This is an optimization exercise on Yosys and OpenROAD, whose aim is small area, a short achievable clock period and few clock cycles per item, not a production implementation. Only simulation tests tie the RTL to the original design; equivalence was not proved.

==> run a: inputs <==
==> flow/design.v (excerpt) <==
module md5Hasher (
	input logic clk,
	input logic rst,
	input logic psel,
	input logic penable,
	input logic pwrite,
	input md5Pkg::apbAddr paddr,
	input md5Pkg::md5Word pwdata,
	output md5Pkg::md5Word prdata,
	output logic pready,
	output logic pslverr
);
	md5Pkg::md5Word guess0;
	md5Pkg::md5Word guess1;
	md5Pkg::md5Word guess2;
	md5Pkg::md5Word guess3;
	md5Pkg::byteLen guessLen;
	logic [3:0] guessValid;
	logic startReq;
	logic busy;
	logic done;
	md5Pkg::cycIdx cyc;
	md5Pkg::md5Word msgWord;
	md5Pkg::md5Word stateB;
	md5Pkg::md5Word stateC;
	md5Pkg::md5Word stateD;
	md5Pkg::md5Word stateP;
	logic isLoad;
	logic isStep;
	logic [1:0] rotCoarse;
	logic [1:0] rotFine;
	logic [1:0] digestIdx;
	md5Pkg::md5Word digestWord;
	md5ApbRegs apbRegs (
		.clk(clk),
		.rst(rst),
		.psel(psel),
		.penable(penable),
		.pwrite(pwrite),
		.paddr(paddr),
		.pwdata(pwdata),
		.prdata(prdata),
		.pready(pready),
		.pslverr(pslverr),
		.guess0(guess0),
		.guess1(guess1),
		.guess2(guess2),
		.guess3(guess3),
		.guessLen(guessLen),
		.guessValid(guessValid),
		.startReq(startReq),
		.busy(busy),
  ...
make LEC_CHECK=0 CAP_MARGIN=20 CORE_MARGIN=2 CORE_UTILIZATION=75 PLACE_DENSITY=0.85 SETUP_SLACK_MARGIN=4 SLEW_MARGIN=20 finish   # period 10.0 ns
run.sh (not shown) runs the stock make flow with config.mk's settings and CLKGATE_MAP_FILE= SYNTH_SCRIPT=/design/flow/synth_recipe.tcl, a recipe that flattens the netlist after the stock synthesis.
==> inputs of run b, as changes to run a <==
--- a/flow/design.v
+++ b/flow/design.v
@@ -113,12 +113,13 @@
 	input logic startReq,
 	output logic busy,
 	output logic done,
 	output md5Pkg::cycIdx cyc,
 	output logic isLoad,
 	output logic isStep,
+	output logic [3:0] roundSel,
 	output logic [1:0] rotCoarse,
 	output logic [1:0] rotFine
 );
 	logic start;
 	logic [1:0] fine;
 	assign start = !busy && startReq;
@@ -161,12 +162,13 @@
 			default: fine = 2'd1;
 		endcase
 	end
 	always_ff @(posedge clk) begin
 		isLoad <= start && !rst;
 		isStep <= busy && !rst && !cyc[6];
+		roundSel <= 4'b0001 << cyc[5:4];
 		rotCoarse <= cyc[1:0];
 		rotFine <= fine;
 	end
 endmodule
 `default_nettype wire
 `timescale 1ns/1ps
@@ -247,66 +249,37 @@
 `default_nettype none
 module md5RoundStep (
 	input logic clk,
 	input md5Pkg::cycIdx cyc,
 	input logic isLoad,
 	input logic isStep,
+	input logic [3:0] roundSel,
 	input logic [1:0] rotCoarse,
 	input logic [1:0] rotFine,
 	input md5Pkg::md5Word msgWord,
 	output md5Pkg::md5Word stateB,
 	output md5Pkg::md5Word stateC,
 	output md5Pkg::md5Word stateD,
 	output md5Pkg::md5Word stateP
 );
 	md5Pkg::md5Word bReg;
 	md5Pkg::md5Word cReg;
 	md5Pkg::md5Word dReg;
 	md5Pkg::md5Word pReg;
-	md5Pkg::md5Word xReg;
-	md5Pkg::md5Word yReg;
-	md5Pkg::md5Word xNext;
-	md5Pkg::md5Word yNext;
 	md5Pkg::md5Word funcVal;
 	md5Pkg::md5Word stepSum;
 	md5Pkg::md5Word coarse;
 	md5Pkg::md5Word rotated;
 	md5Pkg::md5Word newB;
 	md5Pkg::md5Word sineVal;
 	md5Pkg::md5Word dOp;
 	md5Pkg::md5Word nextP;
-	always_comb begin
-		case (cyc[5:4])
-			2'd0: begin
-				xNext = bReg;
-				yNext = cReg;
-			end
-			2'd1: begin
-				xNext = bReg | cReg;
-				yNext = bReg & ~cReg;
-			end
-			2'd2: begin
-				xNext = ~(bReg ^ cReg);
-				yNext = bReg ^ cReg;
-			end
-			default: begin
-				xNext = ~bReg;
-				yNext = ~(bReg ^ cReg);
-			end
-		endcase
-	end
-	always_ff @(posedge clk) begin
-		if (isLoad) begin
-			xReg <= md5Pkg::initC;
-			yReg <= md5Pkg::initD;
-		end else begin
-			xReg <= xNext;
-			yReg <= yNext;
-		end
-	end
-	assign funcVal = (bReg & xReg) | (~bReg & yReg);
+	assign funcVal = ({32{roundSel[0]}} & ((bReg & cReg) | (~bReg & dReg)))
+		| ({32{roundSel[1]}} & ((bReg & dReg) | (cReg & ~dReg)))
+		| ({32{roundSel[2]}} & (bReg ^ cReg ^ dReg))
+		| ({32{roundSel[3]}} & (cReg ^ (bReg | ~dReg)));
 	assign stepSum = funcVal + pReg;
 	always_comb begin
 		case (rotCoarse)
 			2'd0: coarse = {stepSum[27:0], stepSum[31:28]};
 			2'd1: coarse = {stepSum[22:0], stepSum[31:23]};
 			2'd2: coarse = {stepSum[17:0], stepSum[31:18]};
@@ -467,12 +440,13 @@
 	md5Pkg::md5Word stateB;
 	md5Pkg::md5Word stateC;
 	md5Pkg::md5Word stateD;
 	md5Pkg::md5Word stateP;
 	logic isLoad;
 	logic isStep;
+	logic [3:0] roundSel;
 	logic [1:0] rotCoarse;
 	logic [1:0] rotFine;
 	logic [1:0] digestIdx;
 	md5Pkg::md5Word digestWord;
 	md5ApbRegs apbRegs (
 		.clk(clk),
@@ -503,12 +477,13 @@
 		.startReq(startReq),
 		.busy(busy),
 		.done(done),
 		.cyc(cyc),
 		.isLoad(isLoad),
 		.isStep(isStep),
+		.roundSel(roundSel),
 		.rotCoarse(rotCoarse),
 		.rotFine(rotFine)
 	);
 	md5MessagePad messagePad (
 		.clk(clk),
 		.guess0(guess0),
@@ -523,12 +498,13 @@
 	);
 	md5RoundStep roundStep (
 		.clk(clk),
 		.cyc(cyc),
 		.isLoad(isLoad),
 		.isStep(isStep),
+		.roundSel(roundSel),
 		.rotCoarse(rotCoarse),
 		.rotFine(rotFine),
 		.msgWord(msgWord),
 		.stateB(stateB),
 		.stateC(stateC),
 		.stateD(stateD),
CORE_UTILIZATION = 60   (was 75)
CTS_CLUSTER_DIAMETER = 120   (was default)
CTS_CLUSTER_SIZE = 22   (was default)
PLACE_DENSITY = 0.7   (was 0.85)
==> qor summary <==
| item | run b | run a |
|---|---|---|
| Total placed instance area | 31060 µm² | 33410 µm² |
| Synthesized area | 29790 µm² | 32370 µm² |
| Syn_nets | 3306 | 3670 |
| Final estimated routing congestion in global placement | 1.059 | 1.066 |
| Number of placement rows | 81 | 76 |
| Synth Area in Compound Gates | 18.38% | 18.11% |
| Number of buffers created by CTS | 25 | 51 |
| Vert. Die Dim | 226.8 µm | 211.8 µm |
| Number of synthesized register bits | 452 | 512 |
| Number of instances in the synthesized netlist | 3096 | 3398 |
| Synth Area per Inst | 9.624 µm² | 9.526 µm² |
| Total instance count after detailed placement | 3658 | 3821 |
| Proportion of netlist area held by the largest area contributor | 26.20% | 24.12% |
| Post-detail-place hpwl | 75840 µm | 74780 µm |
| Fraction of synthesized area in multiplexers | 10.78% | 11.03% |
| Status | timing/DRC/antenna clean | did not finish |
| Failing step | - | global routing |
| Synth Area in Simple Gates | 14.72% | 14.03% |
| Synth Area in XOR/XNOR | 4.292% | 2.543% |
| Starting utilization of the core area | 60.87% | 75.65% |
Testbench counts of run a, summed over its fixed seeds: cycles 30,800, items 384.
Testbench counts of run b, summed over its fixed seeds: cycles 30,800, items 384.

---

==> branch sierra <==
md5Hasher, a different RTL version from the one above (not shown whole).
Settings: LEC_CHECK=0, CAP_MARGIN=20, CORE_MARGIN=2, CORE_UTILIZATION=40, PLACE_DENSITY=0.6, SETUP_SLACK_MARGIN=4, SLEW_MARGIN=20; clock period 10.0 ns.
==> branch fjord: changes against branch sierra <==
--- a/flow/design.v
+++ b/flow/design.v
@@ -107,13 +107,12 @@
 	input logic startReq,
 	output logic busy,
 	output logic done,
 	output md5Pkg::cycIdx cyc,
 	output logic isLoad,
 	output logic isStep,
-	output logic [3:0] roundSel,
 	output logic [1:0] rotCoarse,
 	output logic [1:0] rotFine
 );
 	logic start;
 	logic [1:0] fine;
 	assign start = !busy && startReq;
@@ -156,13 +155,12 @@
 			default: fine = 2'd1;
 		endcase
 	end
 	always_ff @(posedge clk) begin
 		isLoad <= start && !rst;
 		isStep <= busy && !rst && !cyc[6];
-		roundSel <= 4'b0001 << cyc[5:4];
 		rotCoarse <= cyc[1:0];
 		rotFine <= fine;
 	end
 endmodule
 `default_nettype wire
 `timescale 1ns/1ps
@@ -230,37 +228,66 @@
 `default_nettype none
 module md5RoundStep (
 	input logic clk,
 	input md5Pkg::cycIdx cyc,
 	input logic isLoad,
 	input logic isStep,
-	input logic [3:0] roundSel,
 	input logic [1:0] rotCoarse,
 	input logic [1:0] rotFine,
 	input md5Pkg::md5Word msgWord,
 	output md5Pkg::md5Word stateB,
 	output md5Pkg::md5Word stateC,
 	output md5Pkg::md5Word stateD,
 	output md5Pkg::md5Word stateP
 );
 	md5Pkg::md5Word bReg;
 	md5Pkg::md5Word cReg;
 	md5Pkg::md5Word dReg;
 	md5Pkg::md5Word pReg;
+	md5Pkg::md5Word xReg;
+	md5Pkg::md5Word yReg;
+	md5Pkg::md5Word xNext;
+	md5Pkg::md5Word yNext;
 	md5Pkg::md5Word funcVal;
 	md5Pkg::md5Word stepSum;
 	md5Pkg::md5Word coarse;
 	md5Pkg::md5Word rotated;
 	md5Pkg::md5Word newB;
 	md5Pkg::md5Word sineVal;
 	md5Pkg::md5Word dOp;
 	md5Pkg::md5Word nextP;
-	assign funcVal = ({32{roundSel[0]}} & ((bReg & cReg) | (~bReg & dReg)))
-		| ({32{roundSel[1]}} & ((bReg & dReg) | (cReg & ~dReg)))
-		| ({32{roundSel[2]}} & (bReg ^ cReg ^ dReg))
-		| ({32{roundSel[3]}} & (cReg ^ (bReg | ~dReg)));
+	always_comb begin
+		case (cyc[5:4])
+			2'd0: begin
+				xNext = bReg;
+				yNext = cReg;
+			end
+			2'd1: begin
+				xNext = bReg | cReg;
+				yNext = bReg & ~cReg;
+			end
+			2'd2: begin
+				xNext = ~(bReg ^ cReg);
+				yNext = bReg ^ cReg;
+			end
+			default: begin
+				xNext = ~bReg;
+				yNext = ~(bReg ^ cReg);
+			end
+		endcase
+	end
+	always_ff @(posedge clk) begin
+		if (isLoad) begin
+			xReg <= md5Pkg::initC;
+			yReg <= md5Pkg::initD;
+		end else begin
+			xReg <= xNext;
+			yReg <= yNext;
+		end
+	end
+	assign funcVal = (bReg & xReg) | (~bReg & yReg);
 	assign stepSum = funcVal + pReg;
 	always_comb begin
 		case (rotCoarse)
 			2'd0: coarse = {stepSum[27:0], stepSum[31:28]};
 			2'd1: coarse = {stepSum[22:0], stepSum[31:23]};
 			2'd2: coarse = {stepSum[17:0], stepSum[31:18]};
@@ -420,13 +447,12 @@
 	md5Pkg::md5Word stateB;
 	md5Pkg::md5Word stateC;
 	md5Pkg::md5Word stateD;
 	md5Pkg::md5Word stateP;
 	logic isLoad;
 	logic isStep;
-	logic [3:0] roundSel;
 	logic [1:0] rotCoarse;
 	logic [1:0] rotFine;
 	logic [1:0] digestIdx;
 	md5Pkg::md5Word digestWord;
 	md5ApbRegs apbRegs (
 		.clk(clk),
@@ -456,13 +482,12 @@
 		.startReq(startReq),
 		.busy(busy),
 		.done(done),
 		.cyc(cyc),
 		.isLoad(isLoad),
 		.isStep(isStep),
-		.roundSel(roundSel),
 		.rotCoarse(rotCoarse),
 		.rotFine(rotFine)
 	);
 	md5MessagePad messagePad (
 		.clk(clk),
 		.guess0(guess0),
@@ -476,13 +501,12 @@
 	);
 	md5RoundStep roundStep (
 		.clk(clk),
 		.cyc(cyc),
 		.isLoad(isLoad),
 		.isStep(isStep),
-		.roundSel(roundSel),
 		.rotCoarse(rotCoarse),
 		.rotFine(rotFine),
 		.msgWord(msgWord),
 		.stateB(stateB),
 		.stateC(stateC),
 		.stateD(stateD),
==> branch maple: changes against branch sierra <==
--- a/flow/design.v
+++ b/flow/design.v
@@ -6,13 +6,13 @@
 	typedef logic [6:0] cycIdx;
 	typedef logic [7:0] apbAddr;
 	localparam md5Word initA = 32'h67452301;
 	localparam md5Word initB = 32'hefcdab89;
 	localparam md5Word initC = 32'h98badcfe;
 	localparam md5Word initD = 32'h10325476;
-	localparam cycIdx lastCyc = 7'd67;
+	localparam cycIdx lastCyc = 7'd66;
 	localparam cycIdx idleCyc = 7'd68;
 	localparam apbAddr guessAddr0 = 8'h00;
 	localparam apbAddr lenAddr = 8'h10;
 	localparam apbAddr ctrlAddr = 8'h14;
 	localparam apbAddr digestAddr0 = 8'h20;
 endpackage
@@ -32,74 +32,74 @@
 	output logic pslverr,
 	output md5Pkg::md5Word guess0,
 	output md5Pkg::md5Word guess1,
 	output md5Pkg::md5Word guess2,
 	output md5Pkg::md5Word guess3,
 	output md5Pkg::byteLen guessLen,
+	output logic [3:0] guessValid,
 	output logic startReq,
 	input logic busy,
 	input logic done,
 	output logic [1:0] digestIdx,
 	input md5Pkg::md5Word digestWord
 );
 	md5Pkg::md5Word guessReg [4];
 	md5Pkg::byteLen lenReg;
+	logic [3:0] validReg;
 	logic wrEn;
 	logic aligned;
 	logic guessHit;
 	logic lenHit;
 	logic ctrlHit;
 	logic digestHit;
 	logic mapped;
 	md5Pkg::md5Word rdMux;
-	md5Pkg::md5Word rdReg;
-	logic errReg;
 	assign wrEn = psel && penable && pwrite;
 	assign aligned = paddr[1:0] == 2'b00;
 	assign guessHit = aligned && (paddr[7:4] == md5Pkg::guessAddr0[7:4]);
 	assign digestHit = aligned && (paddr[7:4] == md5Pkg::digestAddr0[7:4]);
 	assign lenHit = paddr == md5Pkg::lenAddr;
 	assign ctrlHit = paddr == md5Pkg::ctrlAddr;
 	assign mapped = guessHit || digestHit || lenHit || ctrlHit;
 	assign startReq = wrEn && ctrlHit && pwdata[0];
 	always_ff @(posedge clk) begin
+		if (wrEn && guessHit)
+			guessReg[paddr[3:2]] <= pwdata;
+	end
+	always_ff @(posedge clk) begin
 		if (rst) begin
-			for (int k = 0; k < 4; k++)
-				guessReg[k] <= '0;
+			validReg <= '0;
 			lenReg <= '0;
 		end else if (wrEn) begin
 			if (guessHit)
-				guessReg[paddr[3:2]] <= pwdata;
+				validReg[paddr[3:2]] <= 1'b1;
 			if (lenHit)
 				lenReg <= pwdata[3:0];
 		end
 	end
 	assign guess0 = guessReg[0];
 	assign guess1 = guessReg[1];
 	assign guess2 = guessReg[2];
 	assign guess3 = guessReg[3];
 	assign guessLen = lenReg;
+	assign guessValid = validReg;
 	always_comb begin
 		rdMux = '0;
 		if (guessHit)
-			rdMux = guessReg[paddr[3:2]];
+			rdMux = validReg[paddr[3:2]] ? guessReg[paddr[3:2]] : '0;
 		else if (lenHit)
 			rdMux = {28'b0, lenReg};
 		else if (ctrlHit)
 			rdMux = {30'b0, done, busy};
 		else if (digestHit)
 			rdMux = digestWord;
 	end
 	assign digestIdx = paddr[3:2];
-	always_ff @(posedge clk) begin
-		rdReg <= rdMux;
-		errReg <= !mapped;
-	end
 	assign pready = 1'b1;
-	assign pslverr = errReg;
-	assign prdata = rdReg;
+	assign pslverr = psel && penable && !mapped;
+	assign prdata = rdMux;
 endmodule
 `default_nettype wire
 `timescale 1ns/1ps
 `default_nettype none
 module md5Control (
 	input logic clk,
@@ -107,13 +107,12 @@
 	input logic startReq,
 	output logic busy,
 	output logic done,
 	output md5Pkg::cycIdx cyc,
 	output logic isLoad,
 	output logic isStep,
-	output logic [3:0] roundSel,
 	output logic [1:0] rotCoarse,
 	output logic [1:0] rotFine
 );
 	logic start;
 	logic [1:0] fine;
 	assign start = !busy && startReq;
@@ -123,14 +122,16 @@
 			done <= 1'b0;
 			cyc <= md5Pkg::idleCyc;
 		end else if (busy) begin
 			if (cyc == md5Pkg::lastCyc) begin
 				busy <= 1'b0;
 				done <= 1'b1;
+				cyc <= md5Pkg::idleCyc;
+			end else begin
+				cyc <= cyc + 7'd1;
 			end
-			cyc <= cyc + 7'd1;
 		end else if (start) begin
 			busy <= 1'b1;
 			done <= 1'b0;
 			cyc <= '0;
 		end else begin
 			cyc <= {cyc[6:2], cyc[1:0] + 2'd1};
@@ -156,13 +157,12 @@
 			default: fine = 2'd1;
 		endcase
 	end
 	always_ff @(posedge clk) begin
 		isLoad <= start && !rst;
 		isStep <= busy && !rst && !cyc[6];
-		roundSel <= 4'b0001 << cyc[5:4];
 		rotCoarse <= cyc[1:0];
 		rotFine <= fine;
 	end
 endmodule
 `default_nettype wire
 `timescale 1ns/1ps
@@ -171,39 +171,33 @@
 	input logic clk,
 	input md5Pkg::md5Word guess0,
 	input md5Pkg::md5Word guess1,
 	input md5Pkg::md5Word guess2,
 	input md5Pkg::md5Word guess3,
 	input md5Pkg::byteLen guessLen,
+	input logic [3:0] guessValid,
 	input logic isLoad,
 	input md5Pkg::cycIdx cyc,
 	output md5Pkg::md5Word msgWord
 );
-	logic [3:0][31:0] guessWords;
-	logic [3:0][31:0] padded;
 	logic [3:0][31:0] block;
 	md5Pkg::byteLen blockLen;
+	logic [3:0] blockValid;
 	logic [4:0] msgSel;
-	assign guessWords[0] = guess0;
-	assign guessWords[1] = guess1;
-	assign guessWords[2] = guess2;
-	assign guessWords[3] = guess3;
-	always_comb begin
-		for (int i = 0; i < 16; i++) begin
-			if (i < {28'b0, guessLen})
-				padded[i / 4][8 * (i % 4) +: 8] = guessWords[i / 4][8 * (i % 4) +: 8];
-			else if (i == {28'b0, guessLen})
-				padded[i / 4][8 * (i % 4) +: 8] = 8'h80;
-			else
-				padded[i / 4][8 * (i % 4) +: 8] = 8'h00;
-		end
-	end
+	md5Pkg::md5Word srcWord;
+	md5Pkg::byteLen srcLen;
+	logic srcValid;
+	md5Pkg::md5Word padWord;
 	always_ff @(posedge clk) begin
 		if (isLoad) begin
-			block <= padded;
+			block[0] <= guess0;
+			block[1] <= guess1;
+			block[2] <= guess2;
+			block[3] <= guess3;
 			blockLen <= guessLen;
+			blockValid <= guessValid;
 		end
 	end
 	always_comb begin
 		msgSel = 5'd16;
 		if (cyc < 7'd16)
 			msgSel = {1'b0, cyc[3:0]};
@@ -212,55 +206,103 @@
 		else if (cyc < 7'd48)
 			msgSel = {1'b0, 4'(3 * cyc[3:0] + 4'd5)};
 		else if (cyc < 7'd64)
 			msgSel = {1'b0, 4'(7 * cyc[3:0])};
 	end
 	always_comb begin
-		case (msgSel)
-			5'd0: msgWord = isLoad ? padded[0] : block[0];
-			5'd1: msgWord = block[1];
-			5'd2: msgWord = block[2];
-			5'd3: msgWord = block[3];
-			5'd14: msgWord = {25'b0, blockLen, 3'b000};
-			default: msgWord = '0;
-		endcase
+		if (isLoad) begin
+			srcWord = guess0;
+			srcLen = guessLen;
+			srcValid = guessValid[0];
+		end else begin
+			srcWord = block[msgSel[1:0]];
+			srcLen = blockLen;
+			srcValid = blockValid[msgSel[1:0]];
+		end
+	end
+	always_comb begin
+		for (int j = 0; j < 4; j++) begin
+			if (srcValid && ({msgSel[1:0], 2'(j)} < srcLen))
+				padWord[8 * j +: 8] = srcWord[8 * j +: 8];
+			else if ({msgSel[1:0], 2'(j)} == srcLen)
+				padWord[8 * j +: 8] = 8'h80;
+			else
+				padWord[8 * j +: 8] = 8'h00;
+		end
+	end
+	always_comb begin
+		if (msgSel < 5'd4)
+			msgWord = padWord;
+		else if (msgSel == 5'd14)
+			msgWord = {25'b0, blockLen, 3'b000};
+		else
+			msgWord = '0;
 	end
 endmodule
 `default_nettype wire
 `timescale 1ns/1ps
 `default_nettype none
 module md5RoundStep (
 	input logic clk,
 	input md5Pkg::cycIdx cyc,
 	input logic isLoad,
 	input logic isStep,
-	input logic [3:0] roundSel,
 	input logic [1:0] rotCoarse,
 	input logic [1:0] rotFine,
 	input md5Pkg::md5Word msgWord,
 	output md5Pkg::md5Word stateB,
 	output md5Pkg::md5Word stateC,
 	output md5Pkg::md5Word stateD,
 	output md5Pkg::md5Word stateP
 );
 	md5Pkg::md5Word bReg;
 	md5Pkg::md5Word cReg;
 	md5Pkg::md5Word dReg;
 	md5Pkg::md5Word pReg;
+	md5Pkg::md5Word xReg;
+	md5Pkg::md5Word yReg;
+	md5Pkg::md5Word xNext;
+	md5Pkg::md5Word yNext;
 	md5Pkg::md5Word funcVal;
 	md5Pkg::md5Word stepSum;
 	md5Pkg::md5Word coarse;
 	md5Pkg::md5Word rotated;
 	md5Pkg::md5Word newB;
 	md5Pkg::md5Word sineVal;
 	md5Pkg::md5Word dOp;
 	md5Pkg::md5Word nextP;
-	assign funcVal = ({32{roundSel[0]}} & ((bReg & cReg) | (~bReg & dReg)))
-		| ({32{roundSel[1]}} & ((bReg & dReg) | (cReg & ~dReg)))
-		| ({32{roundSel[2]}} & (bReg ^ cReg ^ dReg))
-		| ({32{roundSel[3]}} & (cReg ^ (bReg | ~dReg)));
+	always_comb begin
+		case (cyc[5:4])
+			2'd0: begin
+				xNext = bReg;
+				yNext = cReg;
+			end
+			2'd1: begin
+				xNext = bReg | cReg;
+				yNext = bReg & ~cReg;
+			end
+			2'd2: begin
+				xNext = ~(bReg ^ cReg);
+				yNext = bReg ^ cReg;
+			end
+			default: begin
+				xNext = ~bReg;
+				yNext = ~(bReg ^ cReg);
+			end
+		endcase
+	end
+	always_ff @(posedge clk) begin
+		if (isLoad) begin
+			xReg <= md5Pkg::initC;
+			yReg <= md5Pkg::initD;
+		end else begin
+			xReg <= xNext;
+			yReg <= yNext;
+		end
+	end
+	assign funcVal = (bReg & xReg) | (~bReg & yReg);
 	assign stepSum = funcVal + pReg;
 	always_comb begin
 		case (rotCoarse)
 			2'd0: coarse = {stepSum[27:0], stepSum[31:28]};
 			2'd1: coarse = {stepSum[22:0], stepSum[31:23]};
 			2'd2: coarse = {stepSum[17:0], stepSum[31:18]};
@@ -340,13 +382,12 @@
 			7'd61: sineVal = 32'hbd3af235;
 			7'd62: sineVal = 32'h2ad7d2bb;
 			7'd63: sineVal = 32'heb86d391;
 			7'd64: sineVal = 32'h67452301;
 			7'd65: sineVal = 32'h10325476;
 			7'd66: sineVal = 32'h98badcfe;
-			7'd67: sineVal = 32'hefcdab89;
 			default: sineVal = '0;
 		endcase
 	end
 	assign dOp = isLoad ? '0 : dReg;
 	assign nextP = dOp + msgWord + sineVal;
 	always_ff @(posedge clk) begin
@@ -354,13 +395,13 @@
 		if (isLoad) begin
 			bReg <= md5Pkg::initB;
 			cReg <= md5Pkg::initC;
 			dReg <= md5Pkg::initD;
 		end else begin
 			bReg <= isStep ? newB : pReg;
-			cReg <= bReg;
+			cReg <= (cyc == 7'd65) ? bReg + md5Pkg::initB : bReg;
 			dReg <= cReg;
 		end
 	end
 	assign stateB = bReg;
 	assign stateC = cReg;
 	assign stateD = dReg;
@@ -377,13 +418,13 @@
 	input md5Pkg::md5Word stateC,
 	input md5Pkg::md5Word stateD,
 	input md5Pkg::md5Word stateP,
 	output md5Pkg::md5Word digestWord
 );
 	logic [1:0] slot;
-	assign slot = wordIdx + phase + 2'd2;
+	assign slot = wordIdx + phase + 2'd1;
 	always_comb begin
 		case (slot)
 			2'd0: digestWord = stateB;
 			2'd1: digestWord = stateC;
 			2'd2: digestWord = stateD;
 			default: digestWord = stateP;
@@ -409,24 +450,24 @@
 );
 	md5Pkg::md5Word guess0;
 	md5Pkg::md5Word guess1;
 	md5Pkg::md5Word guess2;
 	md5Pkg::md5Word guess3;
 	md5Pkg::byteLen guessLen;
+	logic [3:0] guessValid;
 	logic startReq;
 	logic busy;
 	logic done;
 	md5Pkg::cycIdx cyc;
 	md5Pkg::md5Word msgWord;
 	md5Pkg::md5Word stateB;
 	md5Pkg::md5Word stateC;
 	md5Pkg::md5Word stateD;
 	md5Pkg::md5Word stateP;
 	logic isLoad;
 	logic isStep;
-	logic [3:0] roundSel;
 	logic [1:0] rotCoarse;
 	logic [1:0] rotFine;
 	logic [1:0] digestIdx;
 	md5Pkg::md5Word digestWord;
 	md5ApbRegs apbRegs (
 		.clk(clk),
@@ -441,12 +482,13 @@
 		.pslverr(pslverr),
 		.guess0(guess0),
 		.guess1(guess1),
 		.guess2(guess2),
 		.guess3(guess3),
 		.guessLen(guessLen),
+		.guessValid(guessValid),
 		.startReq(startReq),
 		.busy(busy),
 		.done(done),
 		.digestIdx(digestIdx),
 		.digestWord(digestWord)
 	);
@@ -456,33 +498,32 @@
 		.startReq(startReq),
 		.busy(busy),
 		.done(done),
 		.cyc(cyc),
 		.isLoad(isLoad),
 		.isStep(isStep),
-		.roundSel(roundSel),
 		.rotCoarse(rotCoarse),
 		.rotFine(rotFine)
 	);
 	md5MessagePad messagePad (
 		.clk(clk),
 		.guess0(guess0),
 		.guess1(guess1),
 		.guess2(guess2),
 		.guess3(guess3),
 		.guessLen(guessLen),
+		.guessValid(guessValid),
 		.isLoad(isLoad),
 		.cyc(cyc),
 		.msgWord(msgWord)
 	);
 	md5RoundStep roundStep (
 		.clk(clk),
 		.cyc(cyc),
 		.isLoad(isLoad),
 		.isStep(isStep),
-		.roundSel(roundSel),
 		.rotCoarse(rotCoarse),
 		.rotFine(rotFine),
 		.msgWord(msgWord),
 		.stateB(stateB),
 		.stateC(stateC),
 		.stateD(stateD),
==> flow/config.mk (replaced) <==
export PLATFORM = sky130hd
export DESIGN_NAME = md5Hasher
export DESIGN_NICKNAME = md5Hasher
export VERILOG_FILES = /design/flow/design.v
export SDC_FILE = /design/flow/constraint.sdc
export NUM_CORES = 4
export LEC_CHECK = 0
export CAP_MARGIN = 20
export CORE_MARGIN = 2
export CORE_UTILIZATION = 60
export PLACE_DENSITY = 0.7
export SETUP_SLACK_MARGIN = 5
export SLEW_MARGIN = 20
==> flow_summary.toml <==
[status]
run_status = "timing/DRC/antenna clean"

[logic_synthesis]
post_synth.cell_area_avg_um2 = 9.25
synth-edff-count = 260
syn-cell-area_um2 = 31900

[setup_path]
worst-r2r-cell-count = 28
timing.rr.start = "roundStep.bReg[0]"

[timing]
fmax_mhz = 158

[final_layout]
multi_input_area_share_pct = 50.8
drive_above_1_share_pct = 23.4
design.final.nets = 3866

[floorplanning]
start_util_pct = 60.6

[clock_network]
insertion_delay_ns = 0.62

[power_and_ir_drop]
power_switching_mw = 3.12
leakage_nw = 15.4
(the above is from branch maple)
==> flow_summary.toml <==
[setup_path]
worst-r2r-cell-count = 28
timing.rr.start = "roundStep.bReg[0]"

[final_layout]
design.final.nets = 3811
multi_input_area_share_pct = 51.4
drive_above_1_share_pct = 15.4

[clock_network]
insertion_delay_ns = 0.62

[power_and_ir_drop]
power_switching_mw = 2.55

[status]
run_status = "timing/DRC/antenna clean"

[logic_synthesis]
synth-edff-count = 253
(the above is from branch fjord)
==> flow_summary.toml <==
[final_layout]
drive_above_1_share_pct = 19.0
nClkBuffers = 73
design.final.nets = 3623

[logic_synthesis]
synth-edff-count = 253
post_synth.cell_area_avg_um2 = 9.02
syn-cell-area_um2 = 30200

[floorplanning]
ioPinCount = 79
start_util_pct = 40.5

[power_and_ir_drop]
power_switching_mw = 1.58

[clock_network]
insertion_delay_ns = 0.63

[setup_path]
worst-r2r-cell-count = 33
timing.rr.start = "control.roundSel[3]"

[status]
run_status = "timing/DRC/antenna clean"

[timing]
fmax_mhz = 146
(the above is from branch sierra)
Testbench counts of branch sierra, summed over its fixed seeds: cycles 30,800, items 384.
Testbench counts of branch fjord, summed over its fixed seeds: cycles 30,800, items 384.
Testbench counts of branch maple, summed over its fixed seeds: cycles 30,032, items 384.

separate check: timing with driven ports:
No port has a modelled driver above. Below, the same layouts with a new extraction and two added sets of constraints.
Step 1, drivers: a clkbuf_16 drives clk and a buf_2 each remaining input, both assumed.
Step 2 times the ports against the registers' clock, not the clock port: input delays grow and output delays shrink by t, the midpoint of the rising clock arrivals with the driver on.
Slacks: ideal ports / drivers / drivers and shift; pairs: ideal ports / drivers.
run	shift t [ns]	setup WS [ns]	clock arrival spread, ns
run b	0.659	2.910 / 2.910 / 2.910	0.029 / 0.029
branch sierra	0.669	3.170 / 3.170 / 3.170	0.052 / 0.052
branch fjord	0.671	3.542 / 3.542 / 3.542	0.044 / 0.044
branch maple	0.669	3.670 / 3.670 / 3.670	0.023 / 0.024
After both steps every run listed still meets setup and hold.
